What follows belongs to an exercise in optimizing a design on an open flow for small area, a short achievable clock period and few clock cycles per item; a production flow would make more cautious choices.
Power is estimated from default activity; no workload was simulated.

==> flow/design.v <==
package seg_geom_pkg;
    localparam int IMG_W       = 16;
    localparam int IMG_H       = 16;
    localparam int NUM_CH      = 3;
    localparam int NUM_PIX     = IMG_W * IMG_H;
    localparam int NUM_BYTES   = NUM_PIX * NUM_CH;
    localparam int NUM_CLASSES = 4;
    typedef logic [7:0] pix_idx_t;
    typedef logic [1:0] label_t;
    typedef logic [7:0] pixel_t;
endpackage
package seg_ctrl_pkg;
    localparam int MEM_ADDR_W      = 20;
    localparam int WORDS_PER_FRAME = 192;
endpackage
`timescale 1ns/1ns
module frame_ram (
    input  logic       clk,
    input  logic       shift,
    input  logic [3:0] pair_in,      
    input  logic [7:0] raddr,
    output logic [1:0] rdata
);
    logic [511:0] mem;
    always_ff @(posedge clk) begin
        if (shift) begin
            mem <= {pair_in, mem[511:4]};
        end
    end
    logic [7:0]  dlo;
    logic [15:0] dhi;
    logic [3:0]  grp [0:15];
    logic [3:0]  rd;
    logic [3:0]  pair_q;
    logic        odd_q;
    always_comb begin
        for (int k = 0; k < 8; k++) begin
            dlo[k] = (raddr[3:1] == 3'(k));
        end
        for (int i = 0; i < 16; i++) begin
            dhi[i] = (raddr[7:4] == 4'(i));
        end
        for (int i = 0; i < 16; i++) begin
            grp[i] = 4'b0000;
            for (int k = 0; k < 8; k++) begin
                grp[i] = grp[i] | ({4{dlo[k]}} & mem[4*(8*i+k) +: 4]);
            end
        end
        rd = 4'b0000;
        for (int i = 0; i < 16; i++) begin
            rd = rd | ({4{dhi[i]}} & grp[i]);
        end
    end
    always_ff @(posedge clk) begin
        pair_q <= rd;
        odd_q  <= raddr[0];
    end
    assign rdata = odd_q ? pair_q[3:2] : pair_q[1:0];
endmodule
`timescale 1ns/1ns
module class_cmp (
    input  logic [7:0] r,
    input  logic [7:0] g,
    input  logic [7:0] b,
    output logic [2:0] mx        
);
    function automatic logic ge8(input logic [7:0] x, input logic [7:0] y);
        logic c;
        c = 1'b1;
        for (int i = 0; i < 8; i++) begin
            c = (x[i] & ~y[i]) | (x[i] & c) | (~y[i] & c);
        end
        ge8 = c;
    endfunction
    logic r_ge_g, r_ge_b, g_ge_b;
    assign r_ge_g = ge8(r, g);
    assign r_ge_b = ge8(r, b);
    assign g_ge_b = ge8(g, b);
    assign mx[0] = r_ge_g && r_ge_b;
    assign mx[1] = !r_ge_g && g_ge_b;
    assign mx[2] = !mx[0] && !mx[1];
endmodule
module class_sort (
    input  logic [7:0] r,
    input  logic [7:0] g,
    input  logic [7:0] b,
    input  logic [2:0] mx,       
    output logic [7:0] m,        
    output logic [7:0] a1,       
    output logic [7:0] b1
);
    assign m  = ({8{mx[0]}} & r) | ({8{mx[1]}} & g) | ({8{mx[2]}} & b);
    assign a1 = ({8{mx[0]}} & g) | ({8{!mx[0]}} & r);
    assign b1 = ({8{mx[2]}} & g) | ({8{!mx[2]}} & b);
endmodule
module class_scorer (
    input  logic [7:0] m,        
    input  logic [7:0] a1,
    input  logic [7:0] b1,
    input  logic [1:0] mx,       
    output logic [1:0] lbl
);
    function automatic logic over(input logic [7:0] x, input logic [7:0] y, input logic [7:0] z);
        logic [10:0] p, q, s, k;
        logic [10:0] cc;
        logic c;
        integer i;
        p = 11'd0;
        q = 11'd0;
        for (i = 0; i < 8; i = i + 1) begin
            p[i]   = x[i] ^ y[i] ^ ~z[i];
            q[i+1] = (x[i] & y[i]) | (x[i] & ~z[i]) | (y[i] & ~z[i]);
        end
        cc = 11'd668;
        s = 11'd0;
        k = 11'd0;
        for (i = 0; i < 10; i = i + 1) begin
            s[i]   = p[i] ^ q[i] ^ cc[i];
            k[i+1] = cc[i] ? (p[i] | q[i]) : (p[i] & q[i]);
        end
        c = 1'b0;
        for (i = 0; i < 10; i = i + 1) begin
            c = (s[i] & k[i]) | (s[i] & c) | (k[i] & c);
        end
        over = c | k[10];
    endfunction
    always_comb begin
        if (over(a1, b1, m)) lbl = 2'd3;
        else if (mx[0])      lbl = 2'd0;
        else if (mx[1])      lbl = 2'd1;
        else                 lbl = 2'd2;
    end
endmodule
`timescale 1ns/1ns
module seg_top (
    input  logic                                clk,
    input  logic                                rst,
    input  logic                                start_process,
    output logic                                processing_done,
    output logic                                mem_req,
    output logic [seg_ctrl_pkg::MEM_ADDR_W-1:0] mem_addr,
    input  logic                                mem_ack,
    input  logic [31:0]                         mem_rdata,
    input  seg_geom_pkg::pix_idx_t              label_addr,
    output seg_geom_pkg::label_t                label,
    output logic [9:0]                          leds
);
    logic        busy;        
    logic        flag;        
    logic [7:0]  waddr;       
    logic [2:0]  wph;         
    logic        got;         
    logic        v1, v2;      
    logic [1:0]  ph1, ph2;    
    logic        last1, last2;  
    logic [23:0] pa;          
    logic [23:0] pb;          
    logic [23:0] sa, sb;      
    logic [1:0]  xa, xb;      
    logic [1:0]  pend;        
    logic        shift;       
    logic [3:0]  pair_in;     
    assign got = mem_req && mem_ack;
    always_ff @(posedge clk or posedge rst) begin
        if (rst) begin
            busy    <= 1'b0;
            flag    <= 1'b0;
            mem_req <= 1'b0;
            waddr   <= '0;
            wph     <= 3'b001;
            v1      <= 1'b0;
            ph1     <= '0;
            last1   <= 1'b0;
            v2      <= 1'b0;
            ph2     <= '0;
            last2   <= 1'b0;
        end else begin
            v1    <= got;
            ph1   <= wph[2:1];
            last1 <= got && (waddr == 8'(seg_ctrl_pkg::WORDS_PER_FRAME - 1));
            v2    <= v1;
            ph2   <= ph1;
            last2 <= v1 && last1;
            if (!busy) begin
                if (start_process) begin
                    busy    <= 1'b1;
                    flag    <= 1'b0;
                    mem_req <= 1'b1;
                    waddr   <= '0;
                    wph     <= 3'b001;
                end
            end else begin
                if (got) begin
                    waddr <= waddr + 1'b1;
                    wph   <= {wph[1:0], wph[2]};
                    if (waddr == 8'(seg_ctrl_pkg::WORDS_PER_FRAME - 1)) begin
                        mem_req <= 1'b0;
                    end
                end
                if (v2 && last2) begin
                    busy <= 1'b0;
                    flag <= 1'b1;
                end
            end
        end
    end
    logic [15:0] h;
    logic [23:0] na;
    assign h = pb[23:8];
    always_comb begin
        na = ({24{wph[0]}} & mem_rdata[23:0])
           | ({24{wph[1]}} & {mem_rdata[15:0], h[15:8]})
           | ({24{wph[2]}} & {mem_rdata[7:0], h});
    end
    always_ff @(posedge clk) begin
        pa <= na;
        if (got) begin
            pb <= mem_rdata[31:8];
        end
    end
    logic [2:0] mxa, mxb;
    logic [7:0] ma, a1a, b1a, mb, a1b, b1b;
    class_cmp  u_cmp_a  (.r(pa[7:0]), .g(pa[15:8]), .b(pa[23:16]), .mx(mxa));
    class_sort u_sort_a (.r(pa[7:0]), .g(pa[15:8]), .b(pa[23:16]), .mx(mxa),
                         .m(ma), .a1(a1a), .b1(b1a));
    class_cmp  u_cmp_b  (.r(pb[7:0]), .g(pb[15:8]), .b(pb[23:16]), .mx(mxb));
    class_sort u_sort_b (.r(pb[7:0]), .g(pb[15:8]), .b(pb[23:16]), .mx(mxb),
                         .m(mb), .a1(a1b), .b1(b1b));
    always_ff @(posedge clk) begin
        sa <= {ma, a1a, b1a};
        xa <= mxa[1:0];
        sb <= {mb, a1b, b1b};
        xb <= mxb[1:0];
    end
    logic [1:0] la, lb;
    class_scorer u_cls_a (.m(sa[23:16]), .a1(sa[15:8]), .b1(sa[7:0]), .mx(xa), .lbl(la));
    class_scorer u_cls_b (.m(sb[23:16]), .a1(sb[15:8]), .b1(sb[7:0]), .mx(xb), .lbl(lb));
    always_ff @(posedge clk) begin
        if (v2 && ph2 == 2'd0) begin
            pend <= la;
        end
    end
    assign shift   = v2 && (ph2 != 2'd0);
    assign pair_in = ph2[0] ? {la, pend} : {lb, la};
    frame_ram u_label_ram (
        .clk     (clk),
        .shift   (shift),
        .pair_in (pair_in),
        .raddr   (label_addr),
        .rdata   (label)
    );
    assign processing_done = !busy;
    assign mem_addr        = {12'b0, waddr};
    assign leds            = {7'b0, flag, 1'b0, busy};
endmodule
make LEC_CHECK=0 CAP_MARGIN=20 CORE_MARGIN=2 CORE_UTILIZATION=60 CTS_BUF_LIST=sky130_fd_sc_hd__clkbuf_16 CTS_CLUSTER_DIAMETER=70 CTS_CLUSTER_SIZE=28 PLACE_DENSITY=0.8 SETUP_SLACK_MARGIN=5 SLEW_MARGIN=20 SYNTH_MEMORY_MAX_BITS=16384 finish   # period 8.0 ns
run.sh (not shown) runs the stock make flow with config.mk's settings and CLKGATE_MAP_FILE= SYNTH_SCRIPT=/design/flow/synth_recipe.tcl, a recipe that flattens the netlist after the stock synthesis.
Change:
CTS_CLUSTER_DIAMETER = 60   (was 70)
CTS_CLUSTER_SIZE = 24   (was 28)
PLACE_DENSITY = unset   (was 0.8)
SYNTH_HIERARCHICAL = 1   (was unset)
Result: Count of clock-buffer cells in the layout increases by 8. Combinational power increases by about 9%. Synthesized cell count increases by 3.7%. Wire length increases by 24%. Area after synthesis decreases by 0.36%. Clock skew increases by 3.7 ps. Worst setup slack improves by 58 ps. Sequential power increases by about 4%. Cell area increases by 2.2%.
Change:
PLACE_DENSITY = 0.8   (was unset)
SYNTH_HIERARCHICAL = unset   (was 1)
Effect: The new run went through all stages and came out clean. Routed wire length fell by 22%. Non-clock buffer count fell by 22. Power fell by 6.0%. Area after synthesis rose by 0.36%. Setup slack degrades by 38 ps. Sequential share of layout area rose by 2.0 points.
Change:
ABC_CLOCK_PERIOD_IN_PS = 2000   (was unset)
PLACE_DENSITY = unset   (was 0.8)
After rerunning: Non-clock buffer count grows by 5; final area climbs slightly; register-to-register slack stays flat; synthesized area is unchanged.
Change:
ABC_CLOCK_PERIOD_IN_PS = unset   (was 2000)
SETUP_SLACK_MARGIN = 4.6   (was 5)
After rerunning: Power hardly moves. Area after synthesis stays the same. Routed wire length goes down by about 3.2%. First-iteration DRC count goes down by 0.92%. Non-clock buffer count goes down by 34. Count of clock-buffer cells in the layout goes up by 5. Worst setup slack degrades by 94 ps. Synthesized cell count does not change.
No functional check of the RTL was part of any run of this note.

-- re-timing with driven ports --
The flow's constraints put no driver on any port. The routed layouts listed below were extracted and timed again, unchanged, in two steps.
Step 1, drivers: a clkbuf_16 drives clk and a buf_2 each remaining input, both assumed.
Step 2 moves the port delays by t, midway between the first and last clock arrival at a register: inputs arrive t later, outputs are due t later. That takes back most of the time a late clock gives input paths.
Three values: ideal, step 1, step 2; two values: the first two.
run	shift t [ns]	setup slack, ns	slew at the worst register clock pin (ns)
the first run	0.624	4.725 / 4.386 / 3.762	0.11 / 0.11
the second run	0.651	4.783 / 4.806 / 4.155	0.10 / 0.10
the third run	0.638	4.745 / 4.470 / 3.832	0.11 / 0.11
the fourth run	0.637	4.649 / 4.495 / 3.857	0.09 / 0.09
the fifth run	0.639	4.554 / 4.478 / 3.839	0.09 / 0.09
After both steps every run listed still meets setup and hold. The setup slack of the first run, which loses most, moves by -0.339 ns with the drivers and by -0.963 ns with both steps.
